Background: an optimization exercise with open tools, aiming at small area, a short achievable clock period and few clock cycles per item. Do not read the settings as production practice.
Function was not checked in any run shown here: the RTL went through the layout flow alone.
Power and IR drop assume default switching activity.

==> flow/design.v, too long to show whole: its modules and the start of the top module <==
// module mult_pipe_mac: 1288 lines
// module mpm_fa: 3 lines
// module mpm_ha: 3 lines
// module mpm_bs: 4 lines
// module mpm_bsn: 4 lines
module mult_pipe_mac #(
  parameter int AW    = 18,
  parameter int BW    = 18,
  parameter int LAT   = 3,
  parameter int GUARD = 8
) (
  input  logic                   clk,
  input  logic                   rst,
  input  logic                   in_valid,
  output logic                   in_ready,
  input  logic [AW-1:0]          in_a,
  input  logic [BW-1:0]          in_b,
  input  logic                   in_signed,
  input  logic [1:0]             in_mode,
  output logic                   out_valid,
  input  logic                   out_ready,
  output logic [AW+BW+GUARD-1:0] out_data,
  output logic                   out_ovf
);
  // ...
==> flow/run.sh <==
#!/bin/bash
# synth_recipe.tcl (not shown) runs the flow's synth.tcl, then flattens the netlist and writes it again
# the make line also repeats each setting of config.mk as NAME=value (left out here)
make -C /OpenROAD-flow-scripts/flow DESIGN_CONFIG=/design/flow/config.mk WORK_HOME=/design/flow/orfs CLKGATE_MAP_FILE= SYNTH_SCRIPT=/design/flow/synth_recipe.tcl finish
==> flow/config.mk <==
export PLATFORM = sky130hd
export DESIGN_NAME = mult_pipe_mac
export DESIGN_NICKNAME = mult_pipe_mac
export VERILOG_FILES = /design/flow/design.v
export SDC_FILE = /design/flow/constraint.sdc
export NUM_CORES = 4
export LEC_CHECK = 0
export CAP_MARGIN = 20
export CORE_MARGIN = 2
export CORE_UTILIZATION = 40
export SETUP_SLACK_MARGIN = 4.5
export SLEW_MARGIN = 20
export SYNTH_HIERARCHICAL = 1
==> flow/constraint.sdc <==
create_clock -name core_clock -period 8.0 [get_ports {clk}]
set_input_delay 1.6000 -clock core_clock [delete_from_list [all_inputs] [get_ports {clk}]]
set_output_delay 1.6000 -clock core_clock [all_outputs]
set_load 0.01 [all_outputs]
==> metrics.md, run 1 <==
| Metric | Value |
|---|---|
| Outcome | complete, no violations |
| Non-clk invs | 20 |
| Post-Synth Simple-Gate Area | 0.07599 |
| Routed WL | 52.45 mm |
| Crit path max fanout | 7 |
| Max Clk Rate | 238.7 MHz |
| Area leader, netlist | edfxtp_1 |
| Yosys warnings | 7 |
| PwrDens | 397.1 nW/µm² |
| Gr usage total | 0.2126 |
| Post-placement cell count | 2,230 |
| Initial Util | 0.4038 |
| TAP cells | 607 |
| RSZ-0062 raised after global routing | true |
| Synth cell types | 68 |
| Post-route ant nets | 0 |
| M1 GR Usage | 0.2997 |
| Final Util | 0.5319 |
| CP max-delay cell | fa_1 |
| Post-synthesis compound-gate area fraction | 0.2037 |
| Number of placement rows | 79 |
| Mux contribution to synthesized area | 0.0005347 |
| Area share of the largest cell type after synthesis | 0.2807 |
| Worst Path Required | 8280 ps |
| RD Place Congestion | 0.9718 |
| Cell-internal power | 5762 µW |
| CTS tree | done |
| Seq group | 2090 µW |
| Post-Syn Area | 18,720 µm² |
| Clk pwr share | 0.123 |
| Fin cells | 2,407 |
| TritonRoute pass-1 iters | 5 |
==> run 2: changes to the inputs <==
--- a/flow/design.v
+++ b/flow/design.v
@@ -1218,67 +1218,67 @@
       cs0_r[36] <= ta_fs143;
       cs1_r[36] <= ta_hc25;
       cs0_r[37] <= ta_ks9;
       cs0_r[38] <= pp_9_20;
       cs1_r[38] <= ta_kc9;
     end
   end
   assign accx_s = s2_mode_r[0] ? {s2_signed_r & acc_r[43], acc_r} : '0;
-  mpm_ha u_tb_ha0 (.a(accx_s[0]), .b(cs0_r[0]), .s(tb_hs0), .co(tb_hc0));
-  mpm_ha u_tb_ha1 (.a(accx_s[1]), .b(cs0_r[1]), .s(tb_hs1), .co(tb_hc1));
-  mpm_fa u_tb_fa0 (.a(accx_s[2]), .b(cs0_r[2]), .c(cs1_r[2]), .s(tb_fs0), .co(tb_fc0));
-  mpm_fa u_tb_fa1 (.a(accx_s[3]), .b(cs0_r[3]), .c(cs1_r[3]), .s(tb_fs1), .co(tb_fc1));
-  mpm_fa u_tb_fa2 (.a(accx_s[4]), .b(cs0_r[4]), .c(cs1_r[4]), .s(tb_fs2), .co(tb_fc2));
-  mpm_fa u_tb_fa3 (.a(accx_s[5]), .b(cs0_r[5]), .c(cs1_r[5]), .s(tb_fs3), .co(tb_fc3));
-  mpm_fa u_tb_fa4 (.a(accx_s[6]), .b(cs0_r[6]), .c(cs1_r[6]), .s(tb_fs4), .co(tb_fc4));
-  mpm_fa u_tb_fa5 (.a(accx_s[7]), .b(cs0_r[7]), .c(cs1_r[7]), .s(tb_fs5), .co(tb_fc5));
-  mpm_fa u_tb_fa6 (.a(accx_s[8]), .b(cs0_r[8]), .c(cs1_r[8]), .s(tb_fs6), .co(tb_fc6));
-  mpm_fa u_tb_fa7 (.a(accx_s[9]), .b(cs0_r[9]), .c(cs1_r[9]), .s(tb_fs7), .co(tb_fc7));
-  mpm_fa u_tb_fa8 (.a(accx_s[10]), .b(cs0_r[10]), .c(cs1_r[10]), .s(tb_fs8), .co(tb_fc8));
-  mpm_fa u_tb_fa9 (.a(accx_s[11]), .b(cs0_r[11]), .c(cs1_r[11]), .s(tb_fs9), .co(tb_fc9));
-  mpm_fa u_tb_fa10 (.a(accx_s[12]), .b(cs0_r[12]), .c(cs1_r[12]), .s(tb_fs10), .co(tb_fc10));
-  mpm_fa u_tb_fa11 (.a(accx_s[13]), .b(cs0_r[13]), .c(cs1_r[13]), .s(tb_fs11), .co(tb_fc11));
-  mpm_fa u_tb_fa12 (.a(accx_s[14]), .b(cs0_r[14]), .c(cs1_r[14]), .s(tb_fs12), .co(tb_fc12));
-  mpm_fa u_tb_fa13 (.a(accx_s[15]), .b(cs0_r[15]), .c(cs1_r[15]), .s(tb_fs13), .co(tb_fc13));
-  mpm_fa u_tb_fa14 (.a(accx_s[16]), .b(cs0_r[16]), .c(cs1_r[16]), .s(tb_fs14), .co(tb_fc14));
-  mpm_fa u_tb_fa15 (.a(accx_s[17]), .b(cs0_r[17]), .c(cs1_r[17]), .s(tb_fs15), .co(tb_fc15));
-  mpm_fa u_tb_fa16 (.a(accx_s[18]), .b(cs0_r[18]), .c(cs1_r[18]), .s(tb_fs16), .co(tb_fc16));
-  mpm_fa u_tb_fa17 (.a(accx_s[19]), .b(cs0_r[19]), .c(cs1_r[19]), .s(tb_fs17), .co(tb_fc17));
-  mpm_fa u_tb_fa18 (.a(accx_s[20]), .b(cs0_r[20]), .c(cs1_r[20]), .s(tb_fs18), .co(tb_fc18));
-  mpm_fa u_tb_fa19 (.a(accx_s[21]), .b(cs0_r[21]), .c(cs1_r[21]), .s(tb_fs19), .co(tb_fc19));
-  mpm_fa u_tb_fa20 (.a(accx_s[22]), .b(cs0_r[22]), .c(cs1_r[22]), .s(tb_fs20), .co(tb_fc20));
-  mpm_fa u_tb_fa21 (.a(accx_s[23]), .b(cs0_r[23]), .c(cs1_r[23]), .s(tb_fs21), .co(tb_fc21));
-  mpm_fa u_tb_fa22 (.a(accx_s[24]), .b(cs0_r[24]), .c(cs1_r[24]), .s(tb_fs22), .co(tb_fc22));
-  mpm_fa u_tb_fa23 (.a(accx_s[25]), .b(cs0_r[25]), .c(cs1_r[25]), .s(tb_fs23), .co(tb_fc23));
-  mpm_fa u_tb_fa24 (.a(accx_s[26]), .b(cs0_r[26]), .c(cs1_r[26]), .s(tb_fs24), .co(tb_fc24));
-  mpm_fa u_tb_fa25 (.a(accx_s[27]), .b(cs0_r[27]), .c(cs1_r[27]), .s(tb_fs25), .co(tb_fc25));
-  mpm_fa u_tb_fa26 (.a(accx_s[28]), .b(cs0_r[28]), .c(cs1_r[28]), .s(tb_fs26), .co(tb_fc26));
-  mpm_fa u_tb_fa27 (.a(accx_s[29]), .b(cs0_r[29]), .c(cs1_r[29]), .s(tb_fs27), .co(tb_fc27));
-  mpm_fa u_tb_fa28 (.a(accx_s[30]), .b(cs0_r[30]), .c(cs1_r[30]), .s(tb_fs28), .co(tb_fc28));
-  mpm_fa u_tb_fa29 (.a(accx_s[31]), .b(cs0_r[31]), .c(cs1_r[31]), .s(tb_fs29), .co(tb_fc29));
-  mpm_fa u_tb_fa30 (.a(accx_s[32]), .b(cs0_r[32]), .c(cs1_r[32]), .s(tb_fs30), .co(tb_fc30));
-  mpm_fa u_tb_fa31 (.a(accx_s[33]), .b(cs0_r[33]), .c(cs1_r[33]), .s(tb_fs31), .co(tb_fc31));
-  mpm_fa u_tb_fa32 (.a(accx_s[34]), .b(cs0_r[34]), .c(cs1_r[34]), .s(tb_fs32), .co(tb_fc32));
-  mpm_fa u_tb_fa33 (.a(accx_s[35]), .b(cs0_r[35]), .c(cs1_r[35]), .s(tb_fs33), .co(tb_fc33));
-  mpm_fa u_tb_fa34 (.a(accx_s[36]), .b(cs0_r[36]), .c(cs1_r[36]), .s(tb_fs34), .co(tb_fc34));
-  mpm_ha u_tb_ha2 (.a(accx_s[37]), .b(cs0_r[37]), .s(tb_hs2), .co(tb_hc2));
-  mpm_fa u_tb_fa35 (.a(accx_s[38]), .b(cs0_r[38]), .c(cs1_r[38]), .s(tb_fs35), .co(tb_fc35));
+  mpm_ha u_tb_ha0 (.a(cs0_r[0]), .b(cs1_r[0]), .s(tb_hs0), .co(tb_hc0));
+  mpm_ha u_tb_ha1 (.a(cs0_r[1]), .b(tb_hc0), .s(tb_hs1), .co(tb_hc1));
+  mpm_fa u_tb_fa0 (.a(cs0_r[2]), .b(cs1_r[2]), .c(accx_s[2]), .s(tb_fs0), .co(tb_fc0));
+  mpm_fa u_tb_fa1 (.a(cs0_r[3]), .b(cs1_r[3]), .c(accx_s[3]), .s(tb_fs1), .co(tb_fc1));
+  mpm_fa u_tb_fa2 (.a(cs0_r[4]), .b(cs1_r[4]), .c(accx_s[4]), .s(tb_fs2), .co(tb_fc2));
+  mpm_fa u_tb_fa3 (.a(cs0_r[5]), .b(cs1_r[5]), .c(accx_s[5]), .s(tb_fs3), .co(tb_fc3));
+  mpm_fa u_tb_fa4 (.a(cs0_r[6]), .b(cs1_r[6]), .c(accx_s[6]), .s(tb_fs4), .co(tb_fc4));
+  mpm_fa u_tb_fa5 (.a(cs0_r[7]), .b(cs1_r[7]), .c(accx_s[7]), .s(tb_fs5), .co(tb_fc5));
+  mpm_fa u_tb_fa6 (.a(cs0_r[8]), .b(cs1_r[8]), .c(accx_s[8]), .s(tb_fs6), .co(tb_fc6));
+  mpm_fa u_tb_fa7 (.a(cs0_r[9]), .b(cs1_r[9]), .c(accx_s[9]), .s(tb_fs7), .co(tb_fc7));
+  mpm_fa u_tb_fa8 (.a(cs0_r[10]), .b(cs1_r[10]), .c(accx_s[10]), .s(tb_fs8), .co(tb_fc8));
+  mpm_fa u_tb_fa9 (.a(cs0_r[11]), .b(cs1_r[11]), .c(accx_s[11]), .s(tb_fs9), .co(tb_fc9));
+  mpm_fa u_tb_fa10 (.a(cs0_r[12]), .b(cs1_r[12]), .c(accx_s[12]), .s(tb_fs10), .co(tb_fc10));
+  mpm_fa u_tb_fa11 (.a(cs0_r[13]), .b(cs1_r[13]), .c(accx_s[13]), .s(tb_fs11), .co(tb_fc11));
+  mpm_fa u_tb_fa12 (.a(cs0_r[14]), .b(cs1_r[14]), .c(accx_s[14]), .s(tb_fs12), .co(tb_fc12));
+  mpm_fa u_tb_fa13 (.a(cs0_r[15]), .b(cs1_r[15]), .c(accx_s[15]), .s(tb_fs13), .co(tb_fc13));
+  mpm_fa u_tb_fa14 (.a(cs0_r[16]), .b(cs1_r[16]), .c(accx_s[16]), .s(tb_fs14), .co(tb_fc14));
+  mpm_fa u_tb_fa15 (.a(cs0_r[17]), .b(cs1_r[17]), .c(accx_s[17]), .s(tb_fs15), .co(tb_fc15));
+  mpm_fa u_tb_fa16 (.a(cs0_r[18]), .b(cs1_r[18]), .c(accx_s[18]), .s(tb_fs16), .co(tb_fc16));
+  mpm_fa u_tb_fa17 (.a(cs0_r[19]), .b(cs1_r[19]), .c(accx_s[19]), .s(tb_fs17), .co(tb_fc17));
+  mpm_fa u_tb_fa18 (.a(cs0_r[20]), .b(cs1_r[20]), .c(accx_s[20]), .s(tb_fs18), .co(tb_fc18));
+  mpm_fa u_tb_fa19 (.a(cs0_r[21]), .b(cs1_r[21]), .c(accx_s[21]), .s(tb_fs19), .co(tb_fc19));
+  mpm_fa u_tb_fa20 (.a(cs0_r[22]), .b(cs1_r[22]), .c(accx_s[22]), .s(tb_fs20), .co(tb_fc20));
+  mpm_fa u_tb_fa21 (.a(cs0_r[23]), .b(cs1_r[23]), .c(accx_s[23]), .s(tb_fs21), .co(tb_fc21));
+  mpm_fa u_tb_fa22 (.a(cs0_r[24]), .b(cs1_r[24]), .c(accx_s[24]), .s(tb_fs22), .co(tb_fc22));
+  mpm_fa u_tb_fa23 (.a(cs0_r[25]), .b(cs1_r[25]), .c(accx_s[25]), .s(tb_fs23), .co(tb_fc23));
+  mpm_fa u_tb_fa24 (.a(cs0_r[26]), .b(cs1_r[26]), .c(accx_s[26]), .s(tb_fs24), .co(tb_fc24));
+  mpm_fa u_tb_fa25 (.a(cs0_r[27]), .b(cs1_r[27]), .c(accx_s[27]), .s(tb_fs25), .co(tb_fc25));
+  mpm_fa u_tb_fa26 (.a(cs0_r[28]), .b(cs1_r[28]), .c(accx_s[28]), .s(tb_fs26), .co(tb_fc26));
+  mpm_fa u_tb_fa27 (.a(cs0_r[29]), .b(cs1_r[29]), .c(accx_s[29]), .s(tb_fs27), .co(tb_fc27));
+  mpm_fa u_tb_fa28 (.a(cs0_r[30]), .b(cs1_r[30]), .c(accx_s[30]), .s(tb_fs28), .co(tb_fc28));
+  mpm_fa u_tb_fa29 (.a(cs0_r[31]), .b(cs1_r[31]), .c(accx_s[31]), .s(tb_fs29), .co(tb_fc29));
+  mpm_fa u_tb_fa30 (.a(cs0_r[32]), .b(cs1_r[32]), .c(accx_s[32]), .s(tb_fs30), .co(tb_fc30));
+  mpm_fa u_tb_fa31 (.a(cs0_r[33]), .b(cs1_r[33]), .c(accx_s[33]), .s(tb_fs31), .co(tb_fc31));
+  mpm_fa u_tb_fa32 (.a(cs0_r[34]), .b(cs1_r[34]), .c(accx_s[34]), .s(tb_fs32), .co(tb_fc32));
+  mpm_fa u_tb_fa33 (.a(cs0_r[35]), .b(cs1_r[35]), .c(accx_s[35]), .s(tb_fs33), .co(tb_fc33));
+  mpm_fa u_tb_fa34 (.a(cs0_r[36]), .b(cs1_r[36]), .c(accx_s[36]), .s(tb_fs34), .co(tb_fc34));
+  mpm_ha u_tb_ha2 (.a(cs0_r[37]), .b(accx_s[37]), .s(tb_hs2), .co(tb_hc2));
+  mpm_fa u_tb_fa35 (.a(cs0_r[38]), .b(cs1_r[38]), .c(accx_s[38]), .s(tb_fs35), .co(tb_fc35));
   mpm_fa u_tb_fk0 (.a(accx_s[39]), .b(tb_fc35), .c(1'b1), .s(tb_ks0), .co(tb_kc0));
   mpm_fa u_tb_fk1 (.a(accx_s[40]), .b(tb_kc0), .c(1'b1), .s(tb_ks1), .co(tb_kc1));
   mpm_fa u_tb_fk2 (.a(accx_s[41]), .b(tb_kc1), .c(1'b1), .s(tb_ks2), .co(tb_kc2));
   mpm_fa u_tb_fk3 (.a(accx_s[42]), .b(tb_kc2), .c(1'b1), .s(tb_ks3), .co(tb_kc3));
   mpm_fa u_tb_fk4 (.a(accx_s[43]), .b(tb_kc3), .c(1'b1), .s(tb_ks4), .co(tb_kc4));
   mpm_fa u_tb_fk5 (.a(accx_s[44]), .b(tb_kc4), .c(1'b1), .s(tb_ks5), .co(tb_kc5));
-  assign sum_s = {tb_ks5, tb_ks4, tb_ks3, tb_ks2, tb_ks1, tb_ks0, tb_fs35, tb_fc34, tb_fc33, tb_fc32, tb_fc31, tb_fc30, tb_fc29, tb_fc28, tb_fc27, tb_fc26, tb_fc25, tb_fc24, tb_fc23, tb_fc22, tb_fc21, tb_fc20, tb_fc19, tb_fc18, tb_fc17, tb_fc16, tb_fc15, tb_fc14, tb_fc13, tb_fc12, tb_fc11, tb_fc10, tb_fc9, tb_fc8, tb_fc7, tb_fc6, tb_fc5, tb_fc4, tb_fc3, tb_fc2, tb_fc1, tb_fc0, tb_fs0, tb_hc0, cs1_r[0]}
+  assign sum_s = {tb_ks5, tb_ks4, tb_ks3, tb_ks2, tb_ks1, tb_ks0, tb_fs35, tb_fc34, tb_fc33, tb_fc32, tb_fc31, tb_fc30, tb_fc29, tb_fc28, tb_fc27, tb_fc26, tb_fc25, tb_fc24, tb_fc23, tb_fc22, tb_fc21, tb_fc20, tb_fc19, tb_fc18, tb_fc17, tb_fc16, tb_fc15, tb_fc14, tb_fc13, tb_fc12, tb_fc11, tb_fc10, tb_fc9, tb_fc8, tb_fc7, tb_fc6, tb_fc5, tb_fc4, tb_fc3, tb_fc2, tb_fc1, tb_fc0, tb_fs0, accx_s[1], accx_s[0]}
                 + {1'b0, 1'b0, 1'b0, 1'b0, 1'b0, 1'b0, tb_hc2, tb_hs2, tb_fs34, tb_fs33, tb_fs32, tb_fs31, tb_fs30, tb_fs29, tb_fs28, tb_fs27, tb_fs26, tb_fs25, tb_fs24, tb_fs23, tb_fs22, tb_fs21, tb_fs20, tb_fs19, tb_fs18, tb_fs17, tb_fs16, tb_fs15, tb_fs14, tb_fs13, tb_fs12, tb_fs11, tb_fs10, tb_fs9, tb_fs8, tb_fs7, tb_fs6, tb_fs5, tb_fs4, tb_fs3, tb_fs2, tb_fs1, tb_hc1, tb_hs1, tb_hs0};
   always_ff @(posedge clk) begin
     if (rst)           out_valid_r <= 1'b0;
     else if (!stall_s) out_valid_r <= s2_valid_r;
-    if (!stall_s && s2_valid_r) begin
+    if (!stall_s) begin
       out_data_r <= sum_s[43:0];
       out_ovf_r  <= s2_mode_r[0] && (s2_signed_r ? (sum_s[44] ^ sum_s[43]) : sum_s[44]);
     end
     if (rst)
       acc_r <= '0;
     else if (!stall_s && s2_valid_r && s2_mode_r[1])
       acc_r <= sum_s[43:0];
   end
==> flow/flow/run.sh (new file) <==
#!/bin/bash
set -euo pipefail
W=$PWD
RES=$W/orfs/results/$FLOW_PLATFORM/mult_pipe_mac/base
export BUFFER_PORTS_ARGS="-buffer_cell sky130_fd_sc_hd__buf_2"
bash standard.sh synth > synth.log 2>&1
sed -i 's/\bsky130_fd_sc_hd__a22oi_2\b/sky130_fd_sc_hd__a22oi_1/' "$RES/1_2_yosys.v"
touch "$RES/1_2_yosys.v"
grep -c 'sky130_fd_sc_hd__a22oi_1' "$RES/1_2_yosys.v" > downsize.log 2>&1 || true
bash standard.sh finish > layout.log 2>&1
==> flow/standard.sh (new file) <==
#!/bin/bash
# synth_recipe.tcl (not shown) runs the flow's synth.tcl, then flattens the netlist and writes it again
# the make line also repeats each setting of config.mk as NAME=value (left out here)
make -C /OpenROAD-flow-scripts/flow DESIGN_CONFIG=/design/flow/config.mk WORK_HOME=/design/flow/orfs CLKGATE_MAP_FILE= SYNTH_SCRIPT=/design/flow/synth_recipe.tcl "${@:-finish}"
==> flow/config.mk (replaced) <==
export PLATFORM = sky130hd
export DESIGN_NAME = mult_pipe_mac
export DESIGN_NICKNAME = mult_pipe_mac
export VERILOG_FILES = /design/flow/design.v
export SDC_FILE = /design/flow/constraint.sdc
export NUM_CORES = 4
export LEC_CHECK = 0
export CAP_MARGIN = 20
export CORE_MARGIN = 2
export CORE_UTILIZATION = 50
export PLACE_DENSITY = 0.75
export SETUP_SLACK_MARGIN = 4.1
export SLEW_MARGIN = 20
export SYNTH_HIERARCHICAL = 1
removed: flow/run.sh
==> run 2 against run 1 <==
  * Combinational power fell by 14%
  * Critical path depth down 4
  * Register-to-register slack gained 90 ps
  * Hold slack worse by 14 ps
  * Non-clock buffer count fell by 16
  * Total power shrank 7.7%
  * Sequential share of layout area up 3.9 points
  * Largest power group unchanged
==> metrics.md, run 2 <==
| Metric | Value |
|---|---|
| Clock transition at path regs | 60 ps (about the same) |
| Number of placement rows | 68 (was 79) |
| Routed met3 length | 4.485 mm (was 3.481 mm) |
| Outcome | complete, no violations (unchanged) |
| Cell-internal power | 5373 µW (was 5762 µW) |
| Fin. max-slew vios | 0 (unchanged) |
| Post-layout min period | 4105 ps (was 4190 ps) |
| PwrDens | 423.5 nW/µm² (was 397.1 nW/µm²) |
| Vias in the first global route | 12,830 (was 13,420) |
| Final setup margin | 3895 ps (was 3810 ps) |
| Tightest Pin Transition | 1019 ps (was 1166 ps) |
| Max Clk Rate | 243.6 MHz (was 238.7 MHz) |
| Num CTS Buffers | 24 (was 26) |
| IO Pins | 90 (unchanged) |
| Average size of a mapped cell | 12.14 µm² (was 12.65 µm²) |
| First-pass GRT wire length | 71.65 mm (was 79.58 mm) |
| Leak Pwr | 0.008256 µW (was 0.008761 µW) |
| Crit path max fanout | 3 (was 7) |
| WL met1 | 19.04 mm (was 23.07 mm) |
| Setup_tns | 0 ps (unchanged) |
| Overflow after GRT | 0 (unchanged) |
| Clk pwr share | 0.141 (was 0.123) |
| Antenna violations before repair | 0 (unchanged) |
| Final Skew | 20.21 ps (was 25.53 ps) |
| P_sw | 3667 µW (was 4028 µW) |
| Post-Synthesis Cells | 1,440 (was 1,480) |
| Setup WS pre-CTS | 3346 ps (was 2869 ps) |
| Final HPWL DP | 28.54 mm (was 31.40 mm) |
| Final setup fails | 0 (unchanged) |
| Reg power frac | 0.241 (was 0.213) |
| Maxcap violations | 0 (unchanged) |
| RD Place Congestion | 0.9359 (was 0.9718) |
| Area Growth Syn to Fin | 22.12% (was 31.71%) |
| Combinational power share | 0.618 (was 0.663) |
| Die height | 191.0 µm (was 220.3 µm) |
| Ant diodes | 0 (unchanged) |
| Worst Path Required | 8260 ps (was 8280 ps) |
| Total power | 9040 µW (was 9790 µW) |
| Count of final hold-check violations | 0 (unchanged) |
| Clk buf depth | 3 (unchanged) |
| Worst-Skew Late Latency | 530 ps (was 550 ps) |
| Total Die Area | 36,470 µm² (was 48,550 µm²) |
| Most frequent cells in the layout | xnor2_1 (222), a22oi_1 (198), fa_1 (180), edfxtp_1 (175), buf_4 (144) (was a22oi_2 (201), xnor2_1 (189), edfxtp_1 (175), fa_1 (122), nand2_1 (100)) |
| Largest net degree at the start of global routing | 89 (was 70) |
| Starting DRT DRC Count | 1,312 (was 884) |
| Yosys warnings | 7 (unchanged) |
| Post-Syn Area | 17,480 µm² (was 18,720 µm²) |
| Std-Cell Core Area | 34,460 µm² (was 46,360 µm²) |
| Cts hold-fix bufs | 0 (unchanged) |
| Final Util | 0.6195 (was 0.5319) |
| Crit end category | flip-flop (unchanged) |
| Crit Path Class | flip-flop to flip-flop (unchanged) |
| Worst rel slew slack | 0.3204 (was 0.2228) |
| Sw Ratio | 0.4057 (was 0.4115) |
| DR WL/cell | 21.59 µm (was 21.79 µm) |
| WP data arrival | 4370 ps (was 4470 ps) |
| Routed WL | 47.37 mm (was 52.45 mm) |
| DRC viols | 0 (unchanged) |
| Startpoint types | flip-flop (unchanged) |
| Vias/cell | 5.963 (was 5.501) |
| Clock sinks | 222 (unchanged) |
| Initial Util | 0.5073 (was 0.4038) |
| Met2 wire length | 22.14 mm (was 24.16 mm) |
| Post-route ant nets | 0 (unchanged) |
| CTS Root Cell | clkbuf_16 (unchanged) |
| TritonRoute pass-1 iters | 6 (was 5) |
| DR vias | 13,080 (was 13,240) |
| Die Width | 191.0 µm (was 220.3 µm) |
| Port bufs | 89 (unchanged) |
| Tightest Hold Check Type | flip-flop to flip-flop (unchanged) |
| CTS tree | done (unchanged) |
| Final nets | 2,030 (was 2,089) |
| Worst vdd ir | 0.2466 mV (was 0.2013 mV) |
| Most common cell after layout, fill and taps aside | xnor2_1 (was a22oi_2) |
| Gr usage total | 0.2522 (was 0.2126) |
| Top routing layer in use | met4 (unchanged) |
| Top flop regs | acc_r x44, out_data_r x44, cs0_r x39 (unchanged) |
| H-tree Lvls | 1 (unchanged) |
| Share of cells above drive strength 1 | 0.2317 (was 0.3644) |
| RSZ-0062 raised after global routing | true (unchanged) |
| Final period util | 0.5131 (was 0.5238) |
[run 2: critical path, stage by stage (launching register included)]
cell,delay [ps]
edfxtp_1,450
buf_12,160
and2_4,130
fa_2,340
fa_2,350
fa_2,350
fa_2,360
fa_2,370
fa_2,440
inv_2,100
nand2_2,60
or3_4,320
mux2i_2,190
o21ai_1,120
mux2i_1,140
[run 2: what timing repair did]
action | CTS | global route
setup buffers | 69 | 71
cloned | 4 | 0
endpoints found under the hold margin | 0 | 0
endpoints found under the setup margin | 20 | 38
resized for setup | 43 | 80
pin swaps | 18 | 45
[run 2: layer usage]
metal	GRT usage	up-vias
li1	-	5761
met1	0.3425	6454
met2	0.4107	714
met3	0.04700	154
met4	0.08110	0
met5	0	-
[run 2: path summary, 6_finish.rpt]
kind                              startpoint     endpoint  slack (ps)  depth (start not counted)
worst max-delay path            s2_mode_r[0]    out_ovf_r        3900                         14
worst min-delay path             s1_signed_r  s2_signed_r         420                          0
worst max register to register  s2_mode_r[0]    out_ovf_r        3900                         14
worst min register to register   s1_signed_r  s2_signed_r         420                          0
[run 2: area by class of cell]
type | instances | area (µm²)
clock buffers | 29 | 660.6
flip-flops and latches | 222 | 6196
fillers | 2589 | 13110
multi-input cells | 1204 | 11750
repair buffers | 252 | 1848
inverters | 17 | 63.81
well taps | 455 | 569.3
clock inverters | 15 | 262.8
[run 2: stage by stage]
stage | hold slack, ps | instance area (µm²) | std cells
3_5_place_dp | 405.2 | 18670 | 2006
6_report | 423.6 | 21350 | 2194
4_1_cts | 419.7 | 20420 | 2123
2_1_floorplan | 400.3 | 17650 | 1474
5_1_grt | 436.9 | 21350 | 2194
3_3_place_gp | 404.3 | 18670 | 2006
[run 2: power by group through the flow]
stage	registers, µW	clock network [µW]	logic (µW)
final	2180	1270	5590
after global routing	2220	1340	6180
after CTS	2200	1300	4910
after detailed placement	2260	0	4590
after global placement	2250	0	4400
after floorplan	2290	0	3260

[afterwards: timing with drivers on the ports]
No port has a modelled driver above. Below, the same layouts with a new extraction and two added sets of constraints. Step 1: set_driving_cell puts a clkbuf_16 on clk and a buf_2 on each other input, an assumption about the parent block. Step 2 adds t to the input delays and takes it off the output delays; t is the mean of the earliest and latest rising clock arrival at the registers after step 1. Input paths then give back, and output paths get back, about the clock's delay inside the block. Three values: ideal, step 1, step 2; two values: the first two.
| run | t, ns | setup WS [ns] | latest minus earliest clock arrival (ns) | cell pins on the clock port's net |
|---|---|---|---|---|
| run 1 | 0.591 | 3.810 / 3.810 / 3.810 | 0.026 / 0.026 | 1 |
| run 2 | 0.570 | 3.895 / 3.895 / 3.895 | 0.021 / 0.021 | 1 |
After both steps setup and hold are still met in every run listed.
